This is an optimization exercise on Yosys and OpenROAD, whose aim is small area, a short achievable clock period and few clock cycles per item, not a production implementation. The RTL was checked by simulation tests, not by an equivalence proof against the original design. Power is estimated from default activity; no workload was simulated.

$ cat design/flow/config.mk
export PLATFORM = sky130hd
export DESIGN_NAME = voltmeter_display_controller_core
export DESIGN_NICKNAME = voltmeter_display_controller_core
export VERILOG_FILES = /design/flow/design.v
export SDC_FILE = /design/flow/constraint.sdc
export NUM_CORES = 4
export LEC_CHECK = 0
export CAP_MARGIN = 20
export CORE_MARGIN = 2
export CORE_UTILIZATION = 40
export SLEW_MARGIN = 20
$ cat design/flow/constraint.sdc
create_clock -name core_clock -period 8.0 [get_ports {i_clk}]
set_input_delay 1.6000 -clock core_clock [delete_from_list [all_inputs] [get_ports {i_clk}]]
set_output_delay 1.6000 -clock core_clock [all_outputs]
set_load 0.01 [all_outputs]
$ cat design/flow/design.v
`default_nettype none
package vdc_pkg;
    localparam int SAMPLES   = 8;
    localparam int ADC_W     = 10;
    localparam int ADC_MAX   = (1 << ADC_W) - 1;
    localparam int SUM_W     = $clog2(SAMPLES * ADC_MAX + 1);
    localparam int CNT_W     = (SAMPLES > 1) ? $clog2(SAMPLES) : 1;
    localparam int CNT1_W    = CNT_W + 1;
    localparam int FUNC_W    = 2;
    localparam int SW_W      = 4;
    localparam int MODE_W    = 2;
    localparam int SEL_W     = 2;
    localparam int NUM_LEVELS = 4;
    localparam int VAL_W     = 7;
    localparam int DUTY_W    = 7;
    localparam int SEG_W     = 8;
    localparam int PERIOD_W  = 16;
    localparam int DIGIT_W   = 4;
    localparam int CFG_IDX_W  = 3;
    localparam int CFG_DATA_W = 16;
    localparam logic [CFG_IDX_W-1:0] CFG_PERIOD = 3'd0;
    localparam logic [CFG_IDX_W-1:0] CFG_LEVEL0 = 3'd1;
    localparam logic [CFG_IDX_W-1:0] CFG_LEVEL1 = 3'd2;
    localparam logic [CFG_IDX_W-1:0] CFG_LEVEL2 = 3'd3;
    localparam logic [CFG_IDX_W-1:0] CFG_LEVEL3 = 3'd4;
    localparam logic [PERIOD_W-1:0] PERIOD_RST = 16'd25000;
    localparam logic [DUTY_W-1:0]   LEVEL0_RST = 7'd3;
    localparam logic [DUTY_W-1:0]   LEVEL1_RST = 7'd15;
    localparam logic [DUTY_W-1:0]   LEVEL2_RST = 7'd40;
    localparam logic [DUTY_W-1:0]   LEVEL3_RST = 7'd90;
    localparam int SCALE_W     = 16;
    localparam int SCALE_MUL   = 33;
    localparam int SCALE_ROUND = 511;
    localparam int DIV1023_SH  = 10;
    localparam logic [DUTY_W-1:0] DUTY_FULL = 7'd100;
    localparam logic [DUTY_W-1:0] DUTY_OFF  = 7'd0;
    localparam int PROD_W    = PERIOD_W + DUTY_W;
    localparam int RECIP_W   = 24;
    localparam int WIDE_W    = PROD_W + RECIP_W;
    localparam int DIV_SHIFT = 30;
    localparam logic [RECIP_W-1:0] RECIP_100 = 24'd10737419;
    localparam logic [SEG_W-1:0] DP_BIT = 8'h80;
    localparam logic [FUNC_W-1:0] FUNC_SAMPLE  = 2'd0;
    localparam logic [FUNC_W-1:0] FUNC_REFRESH = 2'd1;
    localparam logic [FUNC_W-1:0] FUNC_SWITCH  = 2'd2;
    localparam logic [FUNC_W-1:0] FUNC_NONE    = 2'd3;
    localparam logic [MODE_W-1:0] MODE_VOLT   = 2'd0;
    localparam logic [MODE_W-1:0] MODE_FREEZE = 2'd1;
    localparam logic [MODE_W-1:0] MODE_LEVEL  = 2'd2;
    localparam logic [MODE_W-1:0] MODE_HOLD   = 2'd3;
    localparam int CFG_W  = PERIOD_W + NUM_LEVELS * DUTY_W;
    localparam int DISP_W = SEG_W + 1 + DUTY_W + VAL_W;
    function automatic logic [SEG_W-1:0] seg_code(input logic [DIGIT_W-1:0] d);
        logic [SEG_W-1:0] s;
        case (d)
            4'h0:    s = 8'h77;
            4'h1:    s = 8'h41;
            4'h2:    s = 8'h3B;
            4'h3:    s = 8'h6B;
            4'h4:    s = 8'h4D;
            4'h5:    s = 8'h6E;
            4'h6:    s = 8'h7E;
            4'h7:    s = 8'h43;
            4'h8:    s = 8'h7F;
            4'h9:    s = 8'h6F;
            4'hA:    s = 8'h5F;
            4'hB:    s = 8'h7C;
            4'hC:    s = 8'h36;
            4'hD:    s = 8'h79;
            4'hE:    s = 8'h3E;
            default: s = 8'h1E;
        endcase
        seg_code = s;
    endfunction
    function automatic logic [DIGIT_W-1:0] tens_of(input logic [VAL_W-1:0] v);
        logic [14:0] p;
        p = 15'(v) * 15'd205;
        tens_of = p[14:11];
    endfunction
endpackage
`default_nettype wire
`default_nettype none
import vdc_pkg::*;
module vdc_cfg (
    input  wire logic                           i_clk,
    input  wire logic                           i_rst_n,
    input  wire logic                           i_cfg_we,
    input  wire logic [vdc_pkg::CFG_IDX_W-1:0]  i_cfg_idx,
    input  wire logic [vdc_pkg::CFG_DATA_W-1:0] i_cfg_data,
    output      logic [vdc_pkg::CFG_W-1:0]      o_cfg
);
    logic [PERIOD_W-1:0] r_period;
    logic [DUTY_W-1:0]   r_level0, r_level1, r_level2, r_level3;
    always_ff @(posedge i_clk) begin
        if (!i_rst_n) begin
            r_period <= PERIOD_RST;
            r_level0 <= LEVEL0_RST;
            r_level1 <= LEVEL1_RST;
            r_level2 <= LEVEL2_RST;
            r_level3 <= LEVEL3_RST;
        end else if (i_cfg_we) begin
            case (i_cfg_idx)
                CFG_PERIOD: r_period <= i_cfg_data[PERIOD_W-1:0];
                CFG_LEVEL0: r_level0 <= i_cfg_data[DUTY_W-1:0];
                CFG_LEVEL1: r_level1 <= i_cfg_data[DUTY_W-1:0];
                CFG_LEVEL2: r_level2 <= i_cfg_data[DUTY_W-1:0];
                CFG_LEVEL3: r_level3 <= i_cfg_data[DUTY_W-1:0];
                default: ;
            endcase
        end
    end
    assign o_cfg = {r_period, r_level3, r_level2, r_level1, r_level0};
endmodule
`default_nettype wire
`default_nettype none
import vdc_pkg::*;
module vdc_state (
    input  wire logic                        i_clk,
    input  wire logic                        i_rst_n,
    input  wire logic                        i_load,
    input  wire logic [vdc_pkg::FUNC_W-1:0]  i_func,
    input  wire logic [vdc_pkg::ADC_W-1:0]   i_sample,
    input  wire logic [vdc_pkg::SW_W-1:0]    i_switches,
    input  wire logic [vdc_pkg::CFG_W-1:0]   i_cfg,
    output      logic [vdc_pkg::DISP_W-1:0]  o_disp,
    output      logic [vdc_pkg::PROD_W-1:0]  o_prod
);
    logic [SUM_W-1:0]  r_sum,    n_sum;
    logic [CNT_W-1:0]  r_count,  n_count;
    logic [VAL_W-1:0]  r_value,  n_value;
    logic              r_toggle, n_toggle;
    logic [MODE_W-1:0] r_mode,   n_mode;
    logic [DUTY_W-1:0] r_duty,   n_duty;
    logic [SEG_W-1:0]  r_seg,    n_seg;
    logic              r_digit,  n_digit;
    logic [PROD_W-1:0] r_prod;
    logic [SUM_W-1:0]   w_sum_acc;
    logic [CNT1_W-1:0]  w_cnt_inc;
    logic [ADC_W-1:0]   w_avg;
    logic [SCALE_W-1:0] w_x;
    logic [SCALE_W-1:0] w_q;
    logic [DIGIT_W-1:0] w_tens;
    logic [VAL_W-1:0]   w_ones;
    logic [MODE_W-1:0]  w_sw_mode;
    logic [SEL_W-1:0]   w_sel;
    logic [DUTY_W-1:0]  w_lv;
    assign w_sum_acc = r_sum + SUM_W'(i_sample);
    assign w_cnt_inc = CNT1_W'(r_count) + CNT1_W'(1);
    assign w_avg     = ADC_W'(w_sum_acc / SUM_W'(SAMPLES));
    assign w_x       = SCALE_W'(w_avg) * SCALE_W'(SCALE_MUL) + SCALE_W'(SCALE_ROUND);
    assign w_q       = (w_x + (w_x >> DIV1023_SH) + SCALE_W'(1)) >> DIV1023_SH;
    assign w_tens    = vdc_pkg::tens_of(r_value);
    assign w_ones    = r_value - VAL_W'(w_tens) * VAL_W'(10);
    assign w_sw_mode = i_switches[MODE_W-1:0];
    assign w_sel     = i_switches[MODE_W +: SEL_W];
    assign w_lv      = i_cfg[w_sel*DUTY_W +: DUTY_W];
    always_comb begin
        n_sum    = r_sum;
        n_count  = r_count;
        n_value  = r_value;
        n_toggle = r_toggle;
        n_mode   = r_mode;
        n_duty   = r_duty;
        n_seg    = r_seg;
        n_digit  = r_digit;
        case (i_func)
            FUNC_SAMPLE: begin
                if (r_mode == MODE_VOLT) begin
                    if (w_cnt_inc >= CNT1_W'(SAMPLES)) begin
                        n_sum   = '0;
                        n_count = '0;
                        n_value = VAL_W'(w_q);
                    end else begin
                        n_sum   = w_sum_acc;
                        n_count = CNT_W'(w_cnt_inc);
                    end
                end
            end
            FUNC_REFRESH: begin
                n_toggle = ~r_toggle;
                n_digit  = r_toggle;
                if (r_toggle) begin
                    n_seg = vdc_pkg::seg_code(w_tens) | DP_BIT;
                end else begin
                    n_seg = vdc_pkg::seg_code(w_ones[DIGIT_W-1:0]);
                end
            end
            FUNC_SWITCH: begin
                case (w_sw_mode)
                    MODE_VOLT: begin
                        n_mode = MODE_VOLT;
                        n_duty = DUTY_OFF;
                    end
                    MODE_FREEZE: begin
                        n_mode = MODE_FREEZE;
                        n_duty = DUTY_FULL;
                    end
                    MODE_LEVEL: begin
                        n_mode  = MODE_LEVEL;
                        n_duty  = (w_lv > DUTY_FULL) ? DUTY_FULL : w_lv;
                        n_value = w_lv;
                    end
                    default: n_mode = r_mode;    
                endcase
            end
            default: n_mode = r_mode;
        endcase
    end
    always_ff @(posedge i_clk) begin
        if (!i_rst_n) begin
            r_sum    <= '0;
            r_count  <= '0;
            r_value  <= '0;
            r_toggle <= 1'b0;
            r_mode   <= MODE_VOLT;
            r_duty   <= '0;
            r_seg    <= '0;
            r_digit  <= 1'b0;
        end else if (i_load) begin
            r_sum    <= n_sum;
            r_count  <= n_count;
            r_value  <= n_value;
            r_toggle <= n_toggle;
            r_mode   <= n_mode;
            r_duty   <= n_duty;
            r_seg    <= n_seg;
            r_digit  <= n_digit;
        end
    end
    always_ff @(posedge i_clk) begin
        if (i_load) begin
            r_prod <= PROD_W'(i_cfg[CFG_W-1 -: PERIOD_W]) * PROD_W'(n_duty);
        end
    end
    assign o_disp = {r_seg, r_digit, r_duty, r_value};
    assign o_prod              = r_prod;
endmodule
`default_nettype wire
`default_nettype none
import vdc_pkg::*;
module vdc_out (
    input  wire logic                        i_clk,
    input  wire logic                        i_load,
    input  wire logic [vdc_pkg::DISP_W-1:0]  i_disp,
    input  wire logic [vdc_pkg::PROD_W-1:0]  i_prod,
    output      logic [vdc_pkg::DISP_W-1:0]  o_disp,
    output      logic [vdc_pkg::PERIOD_W-1:0] o_compare
);
    logic [DISP_W-1:0]   r_disp;
    logic [PERIOD_W-1:0] r_compare;
    logic [WIDE_W-1:0]   w_wide;
    assign w_wide = WIDE_W'(i_prod) * WIDE_W'(RECIP_100);
    always_ff @(posedge i_clk) begin
        if (i_load) begin
            r_disp    <= i_disp;
            r_compare <= w_wide[DIV_SHIFT +: PERIOD_W];
        end
    end
    assign o_disp    = r_disp;
    assign o_compare = r_compare;
endmodule
`default_nettype wire
`default_nettype none
import vdc_pkg::*;
module voltmeter_display_controller_core (
    input  wire logic                           i_clk,
    input  wire logic                           i_rst_n,
    input  wire logic                           i_cfg_we,
    input  wire logic [vdc_pkg::CFG_IDX_W-1:0]  i_cfg_idx,
    input  wire logic [vdc_pkg::CFG_DATA_W-1:0] i_cfg_data,
    input  wire logic                           i_in_valid,
    output      logic                           o_in_ready,
    input  wire logic [vdc_pkg::FUNC_W-1:0]     i_in_func,
    input  wire logic [vdc_pkg::ADC_W-1:0]      i_in_sample,
    input  wire logic [vdc_pkg::SW_W-1:0]       i_in_switches,
    output      logic                           o_out_valid,
    input  wire logic                           i_out_ready,
    output      logic [vdc_pkg::SEG_W-1:0]      o_out_segments,
    output      logic                           o_out_digit_high,
    output      logic [vdc_pkg::DUTY_W-1:0]     o_out_duty_percent,
    output      logic [vdc_pkg::PERIOD_W-1:0]   o_out_compare_count,
    output      logic [vdc_pkg::VAL_W-1:0]      o_out_shown_value
);
    logic              r_s0_valid, n_s0_valid;
    logic [FUNC_W-1:0] r_s0_func;
    logic [ADC_W-1:0]  r_s0_sample;
    logic [SW_W-1:0]   r_s0_switches;
    logic              r_s1_valid, n_s1_valid;
    logic              r_out_valid, n_out_valid;
    logic              w_take;
    logic              w_adv1, w_load1;
    logic              w_adv2, w_load2;
    logic [CFG_W-1:0]  w_cfg;
    logic [DISP_W-1:0] w_s1_disp;
    logic [PROD_W-1:0] w_s1_prod;
    logic [DISP_W-1:0] w_out_disp;
    logic [PERIOD_W-1:0] w_compare;
    assign w_adv2  = !r_out_valid || i_out_ready;
    assign w_load2 = r_s1_valid && w_adv2;
    assign w_adv1  = !r_s1_valid || w_adv2;
    assign w_load1 = r_s0_valid && w_adv1;
    assign o_in_ready = !r_s0_valid || w_adv1;
    assign w_take     = i_in_valid && o_in_ready;
    assign n_s0_valid  = w_take  || (r_s0_valid && !w_adv1);
    assign n_s1_valid  = w_load1 || (r_s1_valid && !w_adv2);
    assign n_out_valid = w_load2 || (r_out_valid && !i_out_ready);
    always_ff @(posedge i_clk) begin
        if (!i_rst_n) begin
            r_s0_valid  <= 1'b0;
            r_s1_valid  <= 1'b0;
            r_out_valid <= 1'b0;
        end else begin
            r_s0_valid  <= n_s0_valid;
            r_s1_valid  <= n_s1_valid;
            r_out_valid <= n_out_valid;
        end
    end
    always_ff @(posedge i_clk) begin
        if (w_take) begin
            r_s0_func     <= i_in_func;
            r_s0_sample   <= i_in_sample;
            r_s0_switches <= i_in_switches;
        end
    end
    vdc_cfg u_cfg (
        .i_clk      (i_clk),
        .i_rst_n    (i_rst_n),
        .i_cfg_we   (i_cfg_we),
        .i_cfg_idx  (i_cfg_idx),
        .i_cfg_data (i_cfg_data),
        .o_cfg      (w_cfg)
    );
    vdc_state u_state (
        .i_clk      (i_clk),
        .i_rst_n    (i_rst_n),
        .i_load     (w_load1),
        .i_func     (r_s0_func),
        .i_sample   (r_s0_sample),
        .i_switches (r_s0_switches),
        .i_cfg      (w_cfg),
        .o_disp     (w_s1_disp),
        .o_prod     (w_s1_prod)
    );
    vdc_out u_out (
        .i_clk      (i_clk),
        .i_load     (w_load2),
        .i_disp     (w_s1_disp),
        .i_prod     (w_s1_prod),
        .o_disp     (w_out_disp),
        .o_compare  (w_compare)
    );
    assign o_out_valid         = r_out_valid;
    assign {o_out_segments, o_out_digit_high, o_out_duty_percent, o_out_shown_value} = w_out_disp;
    assign o_out_compare_count = w_compare;
endmodule
`default_nettype wire
$ cat design/flow/run.sh
#!/bin/bash
# synth_recipe.tcl (not shown) runs the flow's synth.tcl, then flattens the netlist and writes it again
# the make line also repeats each setting of config.mk as NAME=value (left out here)
make -C /OpenROAD-flow-scripts/flow DESIGN_CONFIG=/design/flow/config.mk WORK_HOME=/design/flow/orfs CLKGATE_MAP_FILE= SYNTH_SCRIPT=/design/flow/synth_recipe.tcl finish
==> flow_metrics.tcl <==
set metrics [dict create \
    layout.nets 2863 \
    clkSinkCount 165 \
    pwr-share-clk_pct 8.5 \
    clk_path_buf_depth 2 \
    finalWorstSetupSlack_ps 354 \
    path_clk_slew_ps 80 \
    cp-start-kind "flip-flop" \
    fin_util_pct 44.9 \
    r2r_slack_ps 350 \
    grt_util_all_layers_pct 18.2 \
    nFillCells 4973 \
    synth_edf_count 77 \
    status "timing/DRC/antenna clean" \
    fin_crit_sh_pct 95.6 \
    min_path_type "flip-flop to flip-flop" \
    synth_xor_area_share_pct 2.62 \
    grt_pass1_vias 15048 \
    crit_slowest_cell "fa_1" \
    tightest_slew_ps 1040 \
    drc_errors 0 \
    drtIter0Drc 750 \
    synth_compound_area_share_pct 8.29 \
    cts_setup_buffers 0 \
    synthMuxAreaShare_pct 1.39 \
    internal_power_mw 4.81 \
    hold_buffers 0 \
    synth-simple-area-share_pct 11.6 \
    grt_antenna_before_repair 0 \
    drtAntennaViolNets 0 \
    wl_per_cell_um 16.1 \
    vdd_drop_max_mv 0.675 \
    port_buffers 80 \
    root_buffer "clkbuf_16" \
    grt_max_degree 63 \
    yosys.area.top_type_share_pct 26.6 \
    routed_wl_um 46200 \
    path_class "flip-flop to flip-flop" \
    via_count 14382 \
    cp_num_buf_inv 4 \
    p_leak_nw 11.4 \
    holdWs_ps 436 \
    synth_seq_cells 165 \
    cts_buffers 17 \
    coreArea_um2 51500 \
    synth-seq-area-share_pct 19.5 \
    multi_input_area_um2 15200 \
    syn_area_per_cell_um2 9.92 \
    synth-async-reset-ratio_pct 0 \
    critPathRequiredTime_ps 8200 \
    synth.most_common_cell "inv_1" \
    die_w_um 233 \
    fmax_mhz 131 \
    h-tree-depth 4 \
    yosys_warnings 4 \
    dr.pass1.iters 5 \
    power_density_nw_per_um2 418 \
    cts_tree "yes" \
    critical_path.max_stage_delay_ps 640 \
    synthAdderAreaFrac_pct 48.4 \
    die-area_um2 54200 \
    syn_nets 2793 \
    synth_area_um2 20900 \
    synth.distinct_cells 81 \
    num_rows 83 \
    worst_setup_path_end_kind "flip-flop" \
    insertion_delay_ps 460 \
    p_switching_mw 4.85 \
    grt_overflow 0 \
    grt_pass1_wl_um 77600 \
    ios 81 \
    netlist_instances 2110 \
    floorplan.initialDensity_pct 40.6 \
    pwr-share-comb_pct 78.9 \
    finalWorstPathRequiredPeriod_ps 7650 \
    hold_violations 0 \
    synth_top_family_by_area "adder cells" \
    slew-limit-headroom_pct 30.4 \
    cp_top_family "adder cells" \
    gp_congestion 0.904 \
    hpwl_um 39100 \
    total_power_mw 9.66 \
    final_max_slew_viol_count 0 \
    cp_max_fo 7 \
    setup_viol 0 \
    p_seq_share_pct 12.6 \
    vias_per_cell 5.00 \
    setup_tns_ps 0 \
    pre_cts_ws_ps 392 \
    swShare_pct 50.2 \
    seqCellArea_um2 4070 \
    ys.flop_type "dfxtp_1" \
    netlist_top_cells_count "inv_1 (421), ha_1 (365), fa_1 (278), nand2_1 (179), a21oi_1 (95)" \
    drv_cap 0 \
    cts-resized-gates 0 \
    synth_area_leaders "fa_1 (27%), ha_1 (22%), edfxtp_1 (11%), dfxtp_1 (8.4%), inv_1 (7.5%)" \
    clock_skew_ps 25.8 \
    rsz0062_at_grt "no" \
    arrival_ps 7850 \
    die_y_um 233 \
    path_common_cell "fa_1" \
    syn_to_final_growth_pct 10.4 \
    drive_gt1_share_pct 3.69 \
    worstPathCellList "fa_1 > inv_1 > fa_1 > inv_1 > fa_1 > inv_1 > fa_1 > fa_1 > fa_1 > inv_1 > fa_1 > ha_1 > nand2_1 > or4_1 > o32ai_1 > o2111ai_1 > o211ai_1 > a31oi_1 > o311ai_0 > a21oi_1 > xnor2_1" \
    synth_area_leader_cell "fa_1" \
]
==> worst paths after layout <==
kind / cells after the start / startpoint / endpoint
max reg2reg: 21 / u_state.r_prod[5] / u_out.r_compare[14]
min: 0 / u_state.r_digit / u_out.r_disp[14]
min reg2reg: 0 / u_state.r_digit / u_out.r_disp[14]
max: 21 / u_state.r_prod[5] / u_out.r_compare[14]
==> worst register-to-register path, cell delays in order (launching register included) <==
cell       delay [ps]
edfxtp_1          550
fa_1              640
inv_1              70
fa_1              500
inv_1              50
fa_1              480
inv_1              50
fa_1              500
fa_1              510
fa_1              490
inv_1              50
fa_1              440
ha_1              320
nand2_1            70
or4_1             510
o32ai_1           340
o2111ai_1         170
o211ai_1          460
a31oi_1           300
o311ai_0          590
a21oi_1           170
xnor2_1           150
==> metal layers <==
| metal | share of wire (%) | GRT usage, % | vias up |
|---|---|---|---|
| met5 | 0 | 0 | - |
| met4 | 2.1 | 5.49 | 0 |
| met3 | 3.8 | 2.48 | 46 |
| met2 | 47 | 29.5 | 251 |
| met1 | 48 | 25.2 | 7031 |
| li1 | - | - | 7054 |
==> power groups by stage <==
stage	clock network [mW]	logic (mW)	registers, mW
after global placement	0	7.42	1.23
after global routing	0.874	8.81	1.22
after CTS	0.842	7.69	1.22
final	0.820	7.62	1.21
after detailed placement	0	7.61	1.23
after floorplan	0	5.49	1.23
==> sequential cells by signal, summed over array words and instances (netlist names), 2 cells and up <==
register and flops:
u_cfg.r_level3 7, r_s0_func 2, u_state.r_mode 2, u_cfg.r_level2 7, u_state.r_prod 23, u_state.r_duty 7
r_s0_sample 10, u_cfg.r_period 16, u_out.r_disp 22, u_cfg.r_level1 7, u_state.r_value 7, r_s0_switches 4
u_cfg.r_level0 7, u_out.r_compare 16, u_state.r_sum 13, u_state.r_count 3, u_state.r_seg 7
==> placed cells by master (no fill, tap or decap), types with 17 or more instances in the layout <==
master,Yosys,routed
inv_1,421,421
ha_1,365,365
fa_1,278,278
nand2_1,179,179
a21oi_1,95,95
nor2_1,92,91
dfxtp_1,88,88
clkdlybuf4s50_1,0,80
edfxtp_1,77,77
and2_1,75,75
nand3_1,42,42
o21ai_0,38,38
xnor2_1,38,38
nor3_1,24,23
xor2_1,22,21
clkbuf_16,0,17
==> per-stage QoR <==
stage | area (um2) | instances
after global routing | 23100 | 2873
after detailed placement | 22500 | 2841
final | 23100 | 2874
after CTS | 23100 | 2873
after floorplan | 20900 | 2110
after global placement | 22500 | 2841
==> kinds of logic after synthesis <==
logic type,Yosys count
muxes,19
xor gates and xnor gates,61
buffers and inverters,460
AOI/OAI and AO/OA,262
adders and majority gates,643
and+or+nand+nor,500
DFF,165
==> layout make-up <==
| type | count | share of cell area (%) |
|---|---|---|
| flip-flops and latches | 165 | 17.6 |
| well taps | 680 | 3.68 |
| inverters | 422 | 6.86 |
| multi-input cells | 1485 | 65.6 |
| clock buffers | 18 | 1.86 |
| diodes | 1 | 0.0108 |
| repair buffers | 89 | 3.76 |
| clock inverters | 14 | 0.601 |
Testbench counts, summed over its fixed seeds: cycles 16,070, items 16,046.

## re-timing with driven ports
The results above use ideal ports. As a check the final layout listed here was re-extracted and re-timed, cells and wires unchanged.
Step 1: set_driving_cell puts a clkbuf_16 on i_clk and a buf_2 on each other input, an assumption about the parent block.
Step 2, shift: input delay + t, output delay - t, t = (earliest + latest rising clock arrival at the registers) / 2. This alone moves slack from input paths to output paths.
Slacks: no drivers / after step 1 / after step 2; pairs: no drivers / after step 1.
t, ns: 0.500
slack for setup (ns): 0.354 / 0.354 / 0.354
hold WS [ns]: 0.436 / 0.436 / 0.436
After both steps setup and hold are still met in this run. The setup slack of this run moves by 0.000 ns with the drivers and by 0.000 ns with both steps.
